This design comes from an exercise in tuning for small area on the open sky130 flow, not from production work.
The RTL was checked by simulation tests, not by an equivalence proof against the original design.

==> fjord: inputs <==
==> flow/design.v <==
`default_nettype none
package pkt_match_pkg;
  localparam int WORD_BYTES = 8;
  localparam int TYPE_BYTES = 4;
  localparam int TYPE_MAX_OFF = WORD_BYTES - TYPE_BYTES;
  typedef logic [8*WORD_BYTES-1:0] data_t;
  typedef logic [$clog2(WORD_BYTES)-1:0] last_byte_t;
  typedef logic [$clog2(WORD_BYTES)-1:0] byte_off_t;
  typedef logic [3:0] word_off_t;
  typedef logic [15:0] buffer_t;
  typedef logic [8*TYPE_BYTES-1:0] type_pat_t;
  typedef struct packed {
    logic       sop;
    logic       eop;
    last_byte_t last_byte;
    data_t      data;
  } pkt_word_t;
  typedef struct packed {
    word_off_t word;
    byte_off_t off;
  } type_sel_t;
  typedef struct packed {
    logic      valid;
    word_off_t off;
    data_t     pattern;
    buffer_t   buffer;
  } sym_match_t;
  localparam int SYM_BITS = 1 + 4 + 8*WORD_BYTES + 16;
  typedef struct packed {
    pkt_word_t word;
    buffer_t   buffer;
  } out_word_t;
  typedef struct packed {
    pkt_word_t word;
    logic      first;
    logic      type_found;
    logic      sym_found;
    buffer_t   sym_buffer;
  } cmp_word_t;
  typedef enum logic [0:0] {
    IDLE      = 1'b0,
    IN_PACKET = 1'b1
  } pkt_state_t;
  function automatic logic [WORD_BYTES-1:0] last_byte_mask(last_byte_t last_byte);
    logic [WORD_BYTES-1:0] mask;
    for (int i = 0; i < WORD_BYTES; i++) begin
      mask[i] = (i <= last_byte);
    end
    last_byte_mask = mask;
  endfunction
endpackage
`default_nettype wire
`timescale 1ns/1ps
`default_nettype none
module pkt_match_top
#(
  parameter int N_SYMBOLS = 4
) (
  input  logic                         clk_net,
  input  logic                         rst_net,
  input  logic                         in_vld,
  input  pkt_match_pkg::pkt_word_t                    in_word,
  input  pkt_match_pkg::type_sel_t                    type_sel,
  input  pkt_match_pkg::type_pat_t                    type_pat,
  input  logic [N_SYMBOLS-1:0][pkt_match_pkg::SYM_BITS-1:0]   symbols,
  output logic                         out_vld,
  output pkt_match_pkg::out_word_t                    out_word
);
  logic                       in_pkt_r;
  logic [3:0]                 idx_r;
  logic                       got_type_r;
  logic                       got_sym_r;
  logic [1:0]                 sym_idx_r;
  pkt_match_pkg::type_sel_t   tsel_r;
  pkt_match_pkg::type_pat_t   tpat_r;
  logic [N_SYMBOLS-1:0][pkt_match_pkg::SYM_BITS-1:0] syms_r;
  pkt_match_pkg::type_sel_t   tsel;
  pkt_match_pkg::type_pat_t   tpat;
  logic [N_SYMBOLS-1:0][pkt_match_pkg::SYM_BITS-1:0] syms;
  logic        sop, eop;
  logic [2:0]  lb;
  logic [63:0] data;
  logic        sop_acc;
  logic [3:0]  idx;
  logic [31:0] tsh;
  logic        t_off_ok, t_len_ok, tf;
  logic [N_SYMBOLS-1:0] hit;
  logic        full_word, sf;
  logic [1:0]  hi_idx;
  logic        type_any, sym_any;
  logic [1:0]  sel_idx;
  pkt_match_pkg::sym_match_t sym_k;
  logic [15:0] buf_sel;
  always_comb begin
    sop  = in_word.sop;
    eop  = in_word.eop;
    lb   = in_word.last_byte;
    data = in_word.data;
    sop_acc = in_vld & sop;
    tsel = sop_acc ? type_sel : tsel_r;
    tpat = sop_acc ? type_pat : tpat_r;
    syms = sop_acc ? symbols  : syms_r;
    idx = sop ? 4'd0 : idx_r + 4'd1;
    case (tsel.off[1:0])
      2'd0: tsh = data[31:0];
      2'd1: tsh = data[39:8];
      2'd2: tsh = data[47:16];
      default: tsh = data[55:24];
    endcase
    if (tsel.off[2]) tsh = data[63:32];
    t_off_ok = ~tsel.off[2] | (tsel.off[1:0] == 2'd0);
    t_len_ok = ~eop | ({1'b0, lb} >= ({1'b0, tsel.off} + 4'd3));
    tf = (tsel.word == idx) & t_off_ok & t_len_ok & (tsh == tpat);
    for (int k = 0; k < N_SYMBOLS; k++) begin
      sym_k = syms[k];
      hit[k] = sym_k.valid & (sym_k.off == idx) & (sym_k.pattern == data);
    end
    full_word = ~eop | (lb == 3'd7);
    sf = full_word & (|hit);
    hi_idx = hit[3] ? 2'd3 : hit[2] ? 2'd2 : hit[1] ? 2'd1 : 2'd0;
    type_any = tf | (~sop & got_type_r);
    sym_any  = sf | (~sop & got_sym_r);
    sel_idx  = sf ? hi_idx : sym_idx_r;
    sym_k   = syms[sel_idx];
    buf_sel = sym_k.buffer;
    out_vld         = in_vld & (sop | in_pkt_r);
    out_word.word   = in_word;
    out_word.buffer = (eop & type_any & sym_any) ? buf_sel : 16'd0;
  end
  always_ff @(posedge clk_net) begin
    if (rst_net) begin
      in_pkt_r <= 1'b0;
    end else if (out_vld) begin
      in_pkt_r <= ~eop;
    end
  end
  always_ff @(posedge clk_net) begin
    if (in_vld) begin
      idx_r      <= idx;
      got_type_r <= type_any;
      got_sym_r  <= sym_any;
      sym_idx_r  <= sel_idx;
    end
  end
  always_ff @(posedge clk_net) begin
    tsel_r <= tsel;
    tpat_r <= tpat;
    syms_r <= syms;
  end
endmodule
`default_nettype wire
==> flow/run.sh <==
#!/bin/bash
# synth_recipe.tcl (not shown) runs the flow's synth.tcl, then flattens the netlist and writes it again
# the make line also repeats each setting of config.mk as NAME=value (left out here)
make -C /OpenROAD-flow-scripts/flow DESIGN_CONFIG=/design/flow/config.mk WORK_HOME=/design/flow/orfs CLKGATE_MAP_FILE= SYNTH_SCRIPT=/design/flow/synth_recipe.tcl finish
==> flow/config.mk <==
export PLATFORM = sky130hd
export DESIGN_NAME = pkt_match_top
export DESIGN_NICKNAME = pkt_match_top
export VERILOG_FILES = /design/flow/design.v
export SDC_FILE = /design/flow/constraint.sdc
export NUM_CORES = 4
export LEC_CHECK = 0
export CAP_MARGIN = 20
export CORE_MARGIN = 2
export CORE_UTILIZATION = 40
export SLEW_MARGIN = 20
==> flow/constraint.sdc <==
create_clock -name core_clock -period 5.0 [get_ports {clk_net}]
set_input_delay 1.0000 -clock core_clock [delete_from_list [all_inputs] [get_ports {clk_net}]]
set_output_delay 1.0000 -clock core_clock [all_outputs]
set_load 0.01 [all_outputs]
==> yarrow (differences from fjord) <==
--- a/flow/design.v
+++ b/flow/design.v
@@ -68,19 +68,17 @@
 );
   logic                       in_pkt_r;
+  logic                       accept;
+  logic                       vld_r;
+  pkt_match_pkg::pkt_word_t   word_r;
   logic [3:0]                 idx_r;
+  pkt_match_pkg::type_sel_t   tsel_r;
+  pkt_match_pkg::type_pat_t   tpat_r;
+  logic [N_SYMBOLS-1:0][pkt_match_pkg::SYM_BITS-1:0] syms_r;
   logic                       got_type_r;
   logic                       got_sym_r;
   logic [1:0]                 sym_idx_r;
-  pkt_match_pkg::type_sel_t   tsel_r;
-  pkt_match_pkg::type_pat_t   tpat_r;
-  logic [N_SYMBOLS-1:0][pkt_match_pkg::SYM_BITS-1:0] syms_r;
-  pkt_match_pkg::type_sel_t   tsel;
-  pkt_match_pkg::type_pat_t   tpat;
-  logic [N_SYMBOLS-1:0][pkt_match_pkg::SYM_BITS-1:0] syms;
   logic        sop, eop;
   logic [2:0]  lb;
   logic [63:0] data;
-  logic        sop_acc;
-  logic [3:0]  idx;
   logic [31:0] tsh;
   logic        t_off_ok, t_len_ok, tf;
@@ -92,15 +90,33 @@
   pkt_match_pkg::sym_match_t sym_k;
   logic [15:0] buf_sel;
+  assign accept = in_vld & (in_word.sop | in_pkt_r);
+  always_ff @(posedge clk_net) begin
+    if (rst_net) begin
+      in_pkt_r <= 1'b0;
+      vld_r    <= 1'b0;
+    end else begin
+      vld_r <= accept;
+      if (accept) begin
+        in_pkt_r <= ~in_word.eop;
+      end
+    end
+  end
+  always_ff @(posedge clk_net) begin
+    word_r <= in_word;
+    if (accept) begin
+      idx_r <= in_word.sop ? 4'd0 : idx_r + 4'd1;
+    end
+    if (in_vld & in_word.sop) begin
+      tsel_r <= type_sel;
+      tpat_r <= type_pat;
+      syms_r <= symbols;
+    end
+  end
   always_comb begin
-    sop  = in_word.sop;
-    eop  = in_word.eop;
-    lb   = in_word.last_byte;
-    data = in_word.data;
-    sop_acc = in_vld & sop;
-    tsel = sop_acc ? type_sel : tsel_r;
-    tpat = sop_acc ? type_pat : tpat_r;
-    syms = sop_acc ? symbols  : syms_r;
-    idx = sop ? 4'd0 : idx_r + 4'd1;
-    case (tsel.off[1:0])
+    sop  = word_r.sop;
+    eop  = word_r.eop;
+    lb   = word_r.last_byte;
+    data = word_r.data;
+    case (tsel_r.off[1:0])
       2'd0: tsh = data[31:0];
       2'd1: tsh = data[39:8];
@@ -108,11 +124,11 @@
       default: tsh = data[55:24];
     endcase
-    if (tsel.off[2]) tsh = data[63:32];
-    t_off_ok = ~tsel.off[2] | (tsel.off[1:0] == 2'd0);
-    t_len_ok = ~eop | ({1'b0, lb} >= ({1'b0, tsel.off} + 4'd3));
-    tf = (tsel.word == idx) & t_off_ok & t_len_ok & (tsh == tpat);
+    if (tsel_r.off[2]) tsh = data[63:32];
+    t_off_ok = ~tsel_r.off[2] | (tsel_r.off[1:0] == 2'd0);
+    t_len_ok = ~eop | ({1'b0, lb} >= ({1'b0, tsel_r.off} + 4'd3));
+    tf = (tsel_r.word == idx_r) & t_off_ok & t_len_ok & (tsh == tpat_r);
     for (int k = 0; k < N_SYMBOLS; k++) begin
-      sym_k = syms[k];
-      hit[k] = sym_k.valid & (sym_k.off == idx) & (sym_k.pattern == data);
+      sym_k = syms_r[k];
+      hit[k] = sym_k.valid & (sym_k.off == idx_r) & (sym_k.pattern == data);
     end
     full_word = ~eop | (lb == 3'd7);
@@ -122,20 +138,12 @@
     sym_any  = sf | (~sop & got_sym_r);
     sel_idx  = sf ? hi_idx : sym_idx_r;
-    sym_k   = syms[sel_idx];
+    sym_k   = syms_r[sel_idx];
     buf_sel = sym_k.buffer;
-    out_vld         = in_vld & (sop | in_pkt_r);
-    out_word.word   = in_word;
+    out_vld         = vld_r;
+    out_word.word   = word_r;
     out_word.buffer = (eop & type_any & sym_any) ? buf_sel : 16'd0;
   end
   always_ff @(posedge clk_net) begin
-    if (rst_net) begin
-      in_pkt_r <= 1'b0;
-    end else if (out_vld) begin
-      in_pkt_r <= ~eop;
-    end
-  end
-  always_ff @(posedge clk_net) begin
-    if (in_vld) begin
-      idx_r      <= idx;
+    if (vld_r) begin
       got_type_r <= type_any;
       got_sym_r  <= sym_any;
@@ -143,9 +151,4 @@
     end
   end
-  always_ff @(posedge clk_net) begin
-    tsel_r <= tsel;
-    tpat_r <= tpat;
-    syms_r <= syms;
-  end
 endmodule
 `default_nettype wire
--- a/flow/config.mk
+++ b/flow/config.mk
@@ -9,3 +9,4 @@
 export CORE_MARGIN = 2
 export CORE_UTILIZATION = 40
+export CTS_BUF_LIST = sky130_fd_sc_hd__clkbuf_4
 export SLEW_MARGIN = 20
==> notes.md <==
STA:
- Setup slack on the critical path of the routed design comes to -407 ps.
- Setup violations remaining at the end of the flow were counted as 16.

Status:
- The flow ran to the end, but the layout failed its checks.
- The checks that failed: setup timing.
# the run above: yarrow

==> notes.md <==
Status:
- The run finished, with violations left.
- The reasons given for failing layout checks are setup timing.

Layout:
- Of the cells placed in the final design, the portion with a size suffix greater than 1 is 0.262.

STA:
- The worst setup margin is -1030 ps.
- Setup violations remaining at the end of the flow were counted as 16.

Worst setup path:
- The data arrival time of the worst path is between 5000 and 6000 ps.
# the run above: fjord


* * *

==> build 22: inputs <==
Another version of the RTL of pkt_match_top (not shown whole).
==> flow/design.v (excerpt) <==
module pkt_match_top
#(
  parameter int N_SYMBOLS = 4
) (
  input  logic                         clk_net,
  input  logic                         rst_net,
  input  logic                         in_vld,
  input  pkt_match_pkg::pkt_word_t                    in_word,
  input  pkt_match_pkg::type_sel_t                    type_sel,
  input  pkt_match_pkg::type_pat_t                    type_pat,
  input  logic [N_SYMBOLS-1:0][pkt_match_pkg::SYM_BITS-1:0]   symbols,
  output logic                         out_vld,
  output pkt_match_pkg::out_word_t                    out_word
);
  logic                       in_pkt_r;
  logic                       accept;
  logic                       sop_acc;
  logic [3:0]                 idx_r;
  logic [3:0]                 idx;
  logic [3:0]                 tword_r;
  logic [4:0]                 toh_r;
  pkt_match_pkg::type_pat_t   tpat_r;
  logic [N_SYMBOLS-1:0][pkt_match_pkg::SYM_BITS-1:0] syms_r;
  logic [3:0]                 tword;
  logic [4:0]                 toh;
  pkt_match_pkg::type_pat_t   tpat;
  logic [N_SYMBOLS-1:0][pkt_match_pkg::SYM_BITS-1:0] syms;
  logic                       vld_r;
  pkt_match_pkg::pkt_word_t   word_r;
  logic                       tf_r;
  logic [N_SYMBOLS-1:0]       hit_r;
  logic                       got_type_r;
  logic [N_SYMBOLS-1:0]       sym_oh_r;
  logic        eop;
  logic [2:0]  lb;
  logic [63:0] data;
  logic [31:0] tsh;
  logic        t_len_ok, tf;
  logic [N_SYMBOLS-1:0] hit;
  logic        full_word;
  pkt_match_pkg::sym_match_t sym_c;
  pkt_match_pkg::sym_match_t sym_b;
  logic        sf;
  logic [N_SYMBOLS-1:0] hi_oh, sel_oh;
  logic        type_any;
  logic [15:0] buf_sel;
  always_comb begin
    eop  = in_word.eop;
    lb   = in_word.last_byte;
    data = in_word.data;
    accept  = in_vld & (in_word.sop | in_pkt_r);
    sop_acc = in_vld & in_word.sop;
    for (int i = 0; i <= 4; i++) toh[i] = sop_acc ? (type_sel.off == 3'(i)) : toh_r[i];
    tword = sop_acc ? type_sel.word : tword_r;
    tpat = sop_acc ? type_pat : tpat_r;
    syms = sop_acc ? symbols  : syms_r;
    idx = in_word.sop ? 4'd0 : idx_r + 4'd1;
    tsh = '0;
    for (int i = 0; i <= 4; i++) begin
  ...
==> module pkt_match_top, before the edit <==
module pkt_match_top
#(
  parameter int N_SYMBOLS = 4
) (
  input  logic                         clk_net,
  input  logic                         rst_net,
  input  logic                         in_vld,
  input  pkt_match_pkg::pkt_word_t                    in_word,
  input  pkt_match_pkg::type_sel_t                    type_sel,
  input  pkt_match_pkg::type_pat_t                    type_pat,
  input  logic [N_SYMBOLS-1:0][pkt_match_pkg::SYM_BITS-1:0]   symbols,
  output logic                         out_vld,
  output pkt_match_pkg::out_word_t                    out_word
);
  logic                       in_pkt_r;
  logic                       accept;
  logic                       sop_acc;
  logic [3:0]                 idx_r;
  logic [3:0]                 idx;
  logic [3:0]                 tword_r;
  logic [4:0]                 toh_r;
  pkt_match_pkg::type_pat_t   tpat_r;
  logic [N_SYMBOLS-1:0][pkt_match_pkg::SYM_BITS-1:0] syms_r;
  logic [3:0]                 tword;
  logic [4:0]                 toh;
  pkt_match_pkg::type_pat_t   tpat;
  logic [N_SYMBOLS-1:0][pkt_match_pkg::SYM_BITS-1:0] syms;
  logic                       vld_r;
  pkt_match_pkg::pkt_word_t   word_r;
  logic                       tf_r;
  logic [N_SYMBOLS-1:0]       hit_r;
  logic                       got_type_r;
  logic [N_SYMBOLS-1:0]       sym_oh_r;
  logic        eop;
  logic [2:0]  lb;
  logic [63:0] data;
  logic [31:0] tsh;
  logic        t_len_ok, tf;
  logic [N_SYMBOLS-1:0] hit;
  logic        full_word;
  pkt_match_pkg::sym_match_t sym_c;
  pkt_match_pkg::sym_match_t sym_b;
  logic        sf;
  logic [N_SYMBOLS-1:0] hi_oh, sel_oh;
  logic        type_any;
  logic [15:0] buf_sel;
  always_comb begin
    eop  = in_word.eop;
    lb   = in_word.last_byte;
    data = in_word.data;
    accept  = in_vld & (in_word.sop | in_pkt_r);
    sop_acc = in_vld & in_word.sop;
    for (int i = 0; i <= 4; i++) toh[i] = sop_acc ? (type_sel.off == 3'(i)) : toh_r[i];
    tword = sop_acc ? type_sel.word : tword_r;
    tpat = sop_acc ? type_pat : tpat_r;
    syms = sop_acc ? symbols  : syms_r;
    idx = in_word.sop ? 4'd0 : idx_r + 4'd1;
    tsh = '0;
    for (int i = 0; i <= 4; i++) begin
      tsh = tsh | ({32{toh[i]}} & data[8*i +: 32]);
    end
    t_len_ok = ~eop | (toh[0] & (lb >= 3'd3)) | (toh[1] & (lb >= 3'd4)) |
               (toh[2] & (lb >= 3'd5)) | (toh[3] & (lb >= 3'd6)) | (toh[4] & (lb == 3'd7));
    tf = (tword == idx) & (|toh) & t_len_ok & (tsh == tpat);
    full_word = ~eop | (lb == 3'd7);
    for (int k = 0; k < N_SYMBOLS; k++) begin
      sym_c = syms[k];
      hit[k] = full_word & sym_c.valid & (sym_c.off == idx) & (sym_c.pattern == data);
    end
  end
  always_ff @(posedge clk_net) begin
    if (rst_net) begin
      in_pkt_r <= 1'b0;
      vld_r    <= 1'b0;
    end else begin
      vld_r <= accept;
      if (accept) begin
        in_pkt_r <= ~eop;
      end
    end
  end
  always_ff @(posedge clk_net) begin
    word_r <= in_word;
    tf_r   <= tf;
    hit_r  <= hit;
    tword_r <= tword;
    toh_r  <= toh;
    tpat_r <= tpat;
    syms_r <= syms;
    if (accept) begin
      idx_r <= idx;
    end
  end
  always_comb begin
    hi_oh = {hit_r[3], hit_r[2] & ~hit_r[3], hit_r[1] & ~hit_r[2] & ~hit_r[3],
             hit_r[0] & ~hit_r[1] & ~hit_r[2] & ~hit_r[3]};
    sf = |hit_r;
    type_any = tf_r | (~word_r.sop & got_type_r);
    sel_oh   = sf ? hi_oh : (word_r.sop ? '0 : sym_oh_r);
    buf_sel = '0;
    for (int k = 0; k < N_SYMBOLS; k++) begin
      sym_b   = syms_r[k];
      buf_sel = buf_sel | ({16{sel_oh[k]}} & sym_b.buffer);
    end
    out_vld         = vld_r;
    out_word.word   = word_r;
    out_word.buffer = (word_r.eop & type_any & (|sel_oh)) ? buf_sel : 16'd0;
  end
  always_ff @(posedge clk_net) begin
    if (vld_r) begin
      got_type_r <= type_any;
      sym_oh_r   <= sel_oh;
    end
  end
endmodule
==> flow/config.mk <==
export PLATFORM = sky130hd
export DESIGN_NAME = pkt_match_top
export DESIGN_NICKNAME = pkt_match_top
export VERILOG_FILES = /design/flow/design.v
export SDC_FILE = /design/flow/constraint.sdc
export NUM_CORES = 4
export LEC_CHECK = 0
export CAP_MARGIN = 20
export CORE_MARGIN = 2
export CORE_UTILIZATION = 50
export SLEW_MARGIN = 20
==> flow/constraint.sdc <==
create_clock -name core_clock -period 5.0 [get_ports {clk_net}]
set_input_delay 1.0000 -clock core_clock [delete_from_list [all_inputs] [get_ports {clk_net}]]
set_output_delay 1.0000 -clock core_clock [all_outputs]
set_load 0.01 [all_outputs]
standard.sh (not shown) runs the stock make flow with config.mk's settings and CLKGATE_MAP_FILE= SYNTH_SCRIPT=/design/flow/synth_recipe.tcl, a recipe that flattens the netlist after the stock synthesis.
==> flow/flow/run.sh <==
#!/bin/bash
# Standard layout, with single-drive buffers on the ports instead of the
# delay buffers buffer_ports picks by default.
set -euo pipefail
bash standard.sh "BUFFER_PORTS_ARGS=-buffer_cell sky130_fd_sc_hd__buf_1" finish > standard_flow.log 2>&1
==> trial 65 (differences from build 22) <==
--- a/flow/design.v
+++ b/flow/design.v
@@ -70,5 +70,5 @@
   logic                       accept;
-  logic                       sop_acc;
+  logic                       vld_r;
+  pkt_match_pkg::pkt_word_t   word_r;
   logic [3:0]                 idx_r;
-  logic [3:0]                 idx;
   logic [3:0]                 tword_r;
@@ -77,13 +77,5 @@
   logic [N_SYMBOLS-1:0][pkt_match_pkg::SYM_BITS-1:0] syms_r;
-  logic [3:0]                 tword;
-  logic [4:0]                 toh;
-  pkt_match_pkg::type_pat_t   tpat;
-  logic [N_SYMBOLS-1:0][pkt_match_pkg::SYM_BITS-1:0] syms;
-  logic                       vld_r;
-  pkt_match_pkg::pkt_word_t   word_r;
-  logic                       tf_r;
-  logic [N_SYMBOLS-1:0]       hit_r;
   logic                       got_type_r;
   logic [N_SYMBOLS-1:0]       sym_oh_r;
-  logic        eop;
+  logic        sop, eop;
   logic [2:0]  lb;
@@ -93,33 +85,8 @@
   logic [N_SYMBOLS-1:0] hit;
-  logic        full_word;
-  pkt_match_pkg::sym_match_t sym_c;
-  pkt_match_pkg::sym_match_t sym_b;
-  logic        sf;
+  logic        full_word, sf;
   logic [N_SYMBOLS-1:0] hi_oh, sel_oh;
-  logic        type_any;
+  logic        type_any, sym_any;
+  pkt_match_pkg::sym_match_t sym_k;
   logic [15:0] buf_sel;
-  always_comb begin
-    eop  = in_word.eop;
-    lb   = in_word.last_byte;
-    data = in_word.data;
-    accept  = in_vld & (in_word.sop | in_pkt_r);
-    sop_acc = in_vld & in_word.sop;
-    for (int i = 0; i <= 4; i++) toh[i] = sop_acc ? (type_sel.off == 3'(i)) : toh_r[i];
-    tword = sop_acc ? type_sel.word : tword_r;
-    tpat = sop_acc ? type_pat : tpat_r;
-    syms = sop_acc ? symbols  : syms_r;
-    idx = in_word.sop ? 4'd0 : idx_r + 4'd1;
-    tsh = '0;
-    for (int i = 0; i <= 4; i++) begin
-      tsh = tsh | ({32{toh[i]}} & data[8*i +: 32]);
-    end
-    t_len_ok = ~eop | (toh[0] & (lb >= 3'd3)) | (toh[1] & (lb >= 3'd4)) |
-               (toh[2] & (lb >= 3'd5)) | (toh[3] & (lb >= 3'd6)) | (toh[4] & (lb == 3'd7));
-    tf = (tword == idx) & (|toh) & t_len_ok & (tsh == tpat);
-    full_word = ~eop | (lb == 3'd7);
-    for (int k = 0; k < N_SYMBOLS; k++) begin
-      sym_c = syms[k];
-      hit[k] = full_word & sym_c.valid & (sym_c.off == idx) & (sym_c.pattern == data);
-    end
-  end
+  assign accept = in_vld & (in_word.sop | in_pkt_r);
   always_ff @(posedge clk_net) begin
@@ -131,3 +98,3 @@
       if (accept) begin
-        in_pkt_r <= ~eop;
+        in_pkt_r <= ~in_word.eop;
       end
@@ -137,10 +104,10 @@
     word_r <= in_word;
-    tf_r   <= tf;
-    hit_r  <= hit;
-    tword_r <= tword;
-    toh_r  <= toh;
-    tpat_r <= tpat;
-    syms_r <= syms;
     if (accept) begin
-      idx_r <= idx;
+      idx_r <= in_word.sop ? 4'd0 : idx_r + 4'd1;
+    end
+    if (in_vld & in_word.sop) begin
+      tword_r <= type_sel.word;
+      for (int i = 0; i <= 4; i++) toh_r[i] <= (type_sel.off == 3'(i));
+      tpat_r <= type_pat;
+      syms_r <= symbols;
     end
@@ -148,11 +115,27 @@
   always_comb begin
-    hi_oh = {hit_r[3], hit_r[2] & ~hit_r[3], hit_r[1] & ~hit_r[2] & ~hit_r[3],
-             hit_r[0] & ~hit_r[1] & ~hit_r[2] & ~hit_r[3]};
-    sf = |hit_r;
-    type_any = tf_r | (~word_r.sop & got_type_r);
-    sel_oh   = sf ? hi_oh : (word_r.sop ? '0 : sym_oh_r);
+    sop  = word_r.sop;
+    eop  = word_r.eop;
+    lb   = word_r.last_byte;
+    data = word_r.data;
+    tsh = '0;
+    for (int i = 0; i <= 4; i++) begin
+      tsh = tsh | ({32{toh_r[i]}} & data[8*i +: 32]);
+    end
+    t_len_ok = ~eop | (toh_r[0] & (lb >= 3'd3)) | (toh_r[1] & (lb >= 3'd4)) |
+               (toh_r[2] & (lb >= 3'd5)) | (toh_r[3] & (lb >= 3'd6)) | (toh_r[4] & (lb == 3'd7));
+    tf = (tword_r == idx_r) & (|toh_r) & t_len_ok & (tsh == tpat_r);
+    for (int k = 0; k < N_SYMBOLS; k++) begin
+      sym_k = syms_r[k];
+      hit[k] = sym_k.valid & (sym_k.off == idx_r) & (sym_k.pattern == data);
+    end
+    full_word = ~eop | (lb == 3'd7);
+    sf = full_word & (|hit);
+    hi_oh = {hit[3], hit[2] & ~hit[3], hit[1] & ~hit[2] & ~hit[3], hit[0] & ~hit[1] & ~hit[2] & ~hit[3]};
+    type_any = tf | (~sop & got_type_r);
+    sel_oh   = sf ? hi_oh : (sop ? '0 : sym_oh_r);
+    sym_any  = |sel_oh;
     buf_sel = '0;
     for (int k = 0; k < N_SYMBOLS; k++) begin
-      sym_b   = syms_r[k];
-      buf_sel = buf_sel | ({16{sel_oh[k]}} & sym_b.buffer);
+      sym_k   = syms_r[k];
+      buf_sel = buf_sel | ({16{sel_oh[k]}} & sym_k.buffer);
     end
@@ -160,3 +143,3 @@
     out_word.word   = word_r;
-    out_word.buffer = (word_r.eop & type_any & (|sel_oh)) ? buf_sel : 16'd0;
+    out_word.buffer = (eop & type_any & sym_any) ? buf_sel : 16'd0;
   end
CORE_UTILIZATION = 40   (was 50)
CTS_CLUSTER_DIAMETER = 80   (was not set)
CTS_CLUSTER_SIZE = 40   (was not set)
==> build 51 (differences from build 22) <==
GPL_TIMING_DRIVEN = 0   (was not set)
==> build 83 (differences from build 22) <==
--- a/flow/design.v
+++ b/flow/design.v
@@ -70,5 +70,5 @@
   logic                       accept;
-  logic                       sop_acc;
+  logic                       vld_r;
+  pkt_match_pkg::pkt_word_t   word_r;
   logic [3:0]                 idx_r;
-  logic [3:0]                 idx;
   logic [3:0]                 tword_r;
@@ -77,13 +77,5 @@
   logic [N_SYMBOLS-1:0][pkt_match_pkg::SYM_BITS-1:0] syms_r;
-  logic [3:0]                 tword;
-  logic [4:0]                 toh;
-  pkt_match_pkg::type_pat_t   tpat;
-  logic [N_SYMBOLS-1:0][pkt_match_pkg::SYM_BITS-1:0] syms;
-  logic                       vld_r;
-  pkt_match_pkg::pkt_word_t   word_r;
-  logic                       tf_r;
-  logic [N_SYMBOLS-1:0]       hit_r;
   logic                       got_type_r;
   logic [N_SYMBOLS-1:0]       sym_oh_r;
-  logic        eop;
+  logic        sop, eop;
   logic [2:0]  lb;
@@ -93,33 +85,8 @@
   logic [N_SYMBOLS-1:0] hit;
-  logic        full_word;
-  pkt_match_pkg::sym_match_t sym_c;
-  pkt_match_pkg::sym_match_t sym_b;
-  logic        sf;
+  logic        full_word, sf;
   logic [N_SYMBOLS-1:0] hi_oh, sel_oh;
-  logic        type_any;
+  logic        type_any, sym_any;
+  pkt_match_pkg::sym_match_t sym_k;
   logic [15:0] buf_sel;
-  always_comb begin
-    eop  = in_word.eop;
-    lb   = in_word.last_byte;
-    data = in_word.data;
-    accept  = in_vld & (in_word.sop | in_pkt_r);
-    sop_acc = in_vld & in_word.sop;
-    for (int i = 0; i <= 4; i++) toh[i] = sop_acc ? (type_sel.off == 3'(i)) : toh_r[i];
-    tword = sop_acc ? type_sel.word : tword_r;
-    tpat = sop_acc ? type_pat : tpat_r;
-    syms = sop_acc ? symbols  : syms_r;
-    idx = in_word.sop ? 4'd0 : idx_r + 4'd1;
-    tsh = '0;
-    for (int i = 0; i <= 4; i++) begin
-      tsh = tsh | ({32{toh[i]}} & data[8*i +: 32]);
-    end
-    t_len_ok = ~eop | (toh[0] & (lb >= 3'd3)) | (toh[1] & (lb >= 3'd4)) |
-               (toh[2] & (lb >= 3'd5)) | (toh[3] & (lb >= 3'd6)) | (toh[4] & (lb == 3'd7));
-    tf = (tword == idx) & (|toh) & t_len_ok & (tsh == tpat);
-    full_word = ~eop | (lb == 3'd7);
-    for (int k = 0; k < N_SYMBOLS; k++) begin
-      sym_c = syms[k];
-      hit[k] = full_word & sym_c.valid & (sym_c.off == idx) & (sym_c.pattern == data);
-    end
-  end
+  assign accept = in_vld & (in_word.sop | in_pkt_r);
   always_ff @(posedge clk_net) begin
@@ -131,3 +98,3 @@
       if (accept) begin
-        in_pkt_r <= ~eop;
+        in_pkt_r <= ~in_word.eop;
       end
@@ -137,10 +104,10 @@
     word_r <= in_word;
-    tf_r   <= tf;
-    hit_r  <= hit;
-    tword_r <= tword;
-    toh_r  <= toh;
-    tpat_r <= tpat;
-    syms_r <= syms;
     if (accept) begin
-      idx_r <= idx;
+      idx_r <= in_word.sop ? 4'd0 : idx_r + 4'd1;
+    end
+    if (in_vld & in_word.sop) begin
+      tword_r <= type_sel.word;
+      for (int i = 0; i <= 4; i++) toh_r[i] <= (type_sel.off == 3'(i));
+      tpat_r <= type_pat;
+      syms_r <= symbols;
     end
@@ -148,11 +115,27 @@
   always_comb begin
-    hi_oh = {hit_r[3], hit_r[2] & ~hit_r[3], hit_r[1] & ~hit_r[2] & ~hit_r[3],
-             hit_r[0] & ~hit_r[1] & ~hit_r[2] & ~hit_r[3]};
-    sf = |hit_r;
-    type_any = tf_r | (~word_r.sop & got_type_r);
-    sel_oh   = sf ? hi_oh : (word_r.sop ? '0 : sym_oh_r);
+    sop  = word_r.sop;
+    eop  = word_r.eop;
+    lb   = word_r.last_byte;
+    data = word_r.data;
+    tsh = '0;
+    for (int i = 0; i <= 4; i++) begin
+      tsh = tsh | ({32{toh_r[i]}} & data[8*i +: 32]);
+    end
+    t_len_ok = ~eop | (toh_r[0] & (lb >= 3'd3)) | (toh_r[1] & (lb >= 3'd4)) |
+               (toh_r[2] & (lb >= 3'd5)) | (toh_r[3] & (lb >= 3'd6)) | (toh_r[4] & (lb == 3'd7));
+    tf = (tword_r == idx_r) & (|toh_r) & t_len_ok & (tsh == tpat_r);
+    for (int k = 0; k < N_SYMBOLS; k++) begin
+      sym_k = syms_r[k];
+      hit[k] = sym_k.valid & (sym_k.off == idx_r) & (sym_k.pattern == data);
+    end
+    full_word = ~eop | (lb == 3'd7);
+    sf = full_word & (|hit);
+    hi_oh = {hit[3], hit[2] & ~hit[3], hit[1] & ~hit[2] & ~hit[3], hit[0] & ~hit[1] & ~hit[2] & ~hit[3]};
+    type_any = tf | (~sop & got_type_r);
+    sel_oh   = sf ? hi_oh : (sop ? '0 : sym_oh_r);
+    sym_any  = |sel_oh;
     buf_sel = '0;
     for (int k = 0; k < N_SYMBOLS; k++) begin
-      sym_b   = syms_r[k];
-      buf_sel = buf_sel | ({16{sel_oh[k]}} & sym_b.buffer);
+      sym_k   = syms_r[k];
+      buf_sel = buf_sel | ({16{sel_oh[k]}} & sym_k.buffer);
     end
@@ -160,3 +143,3 @@
     out_word.word   = word_r;
-    out_word.buffer = (word_r.eop & type_any & (|sel_oh)) ? buf_sel : 16'd0;
+    out_word.buffer = (eop & type_any & sym_any) ? buf_sel : 16'd0;
   end
CORE_UTILIZATION = 60   (was 50)
==> comparison table <==
Htree depth: build 22 2; build 51 2; build 83 2; trial 65 1
Area used by multi-input combinational logic: build 22 8090 um^2; build 51 8080 um^2; build 83 5610 um^2; trial 65 5670 um^2
Worst Hold Endpoint: build 22 syms_r[252]$_DFF_P_; build 51 syms_r[339]$_DFF_P_; build 83 in_pkt_r$_SDFFE_PP0P_; trial 65 word_r[2]$_DFF_P_
Total number of tap cells: build 22 511; build 51 511; build 83 402; trial 65 615
Total standard cell area after synthesis: build 22 19000 um^2; build 51 19000 um^2; build 83 19300 um^2; trial 65 19300 um^2
Setup Crit Path Kind: build 22 register to output pin; build 51 primary input to register; build 83 register to output pin; trial 65 register to output pin
Hold path startpoint: build 22 syms_r[252]$_DFF_P_; build 51 syms_r[339]$_DFF_P_; build 83 in_pkt_r$_SDFFE_PP0P_; trial 65 in_word[2]
Initial Util: build 22 50.6%; build 51 50.6%; build 83 61.0%; trial 65 40.5%
Cell Rows: build 22 71; build 51 71; build 83 65; trial 65 80
Non-filler cells in the finished layout: build 22 3164; build 51 3260; build 83 2329; trial 65 2538
Peak supply drop: build 22 0.000346 V; build 51 0.000278 V; build 83 0.000413 V; trial 65 0.000248 V
Routed WL per cell: build 22 22.9 um; build 51 24.5 um; build 83 29.0 um; trial 65 29.6 um
Status: build 22 finished clean; build 51 complete, but fails checks; build 83 finished clean; trial 65 finished clean
Layout check failures: build 22 -; build 51 negative setup slack; build 83 -; trial 65 -

==> port drivers added, routing unchanged <==
Ports are ideal in the flow. The routed layouts listed here were re-timed in OpenROAD.
Step 1, drivers: a clkbuf_16 drives clk_net and a buf_2 each remaining input, both assumed.
Step 2 moves the port delays by t, midway between the first and last clock arrival at a register: inputs arrive t later, outputs are due t later. That takes back most of the time a late clock gives input paths.
Three values: ideal, step 1, step 2; two values: the first two.
| run | t, ns | setup WS [ns] | worst hold slack (ns) | latest minus earliest clock arrival (ns) |
|---|---|---|---|---|
| fjord | 0.637 | -1.034 / -1.079 / -1.079 | 0.447 / 0.447 / 0.447 | 0.017 / 0.017 |
| yarrow | 0.947 | -0.407 / -0.463 / 0.484 | 0.488 / 0.484 / 0.488 | 0.066 / 0.066 |
| build 22 | 0.641 | 0.798 / 0.738 / 0.788 | 0.458 / 0.458 / 0.458 | 0.024 / 0.023 |
| trial 65 | 0.661 | 0.088 / 0.032 / 0.693 | 0.449 / 0.417 / 0.490 | 0.046 / 0.045 |
| build 51 | 0.644 | -0.067 / -0.034 / -0.678 | 0.457 / 0.457 / 0.457 | 0.019 / 0.020 |
| build 83 | 0.633 | 0.063 / 0.007 / 0.640 | 0.481 / 0.467 / 0.481 | 0.034 / 0.034 |
For build 51, which loses most, drivers alone change the setup slack by +0.033 ns; drivers and shift together by -0.611 ns.
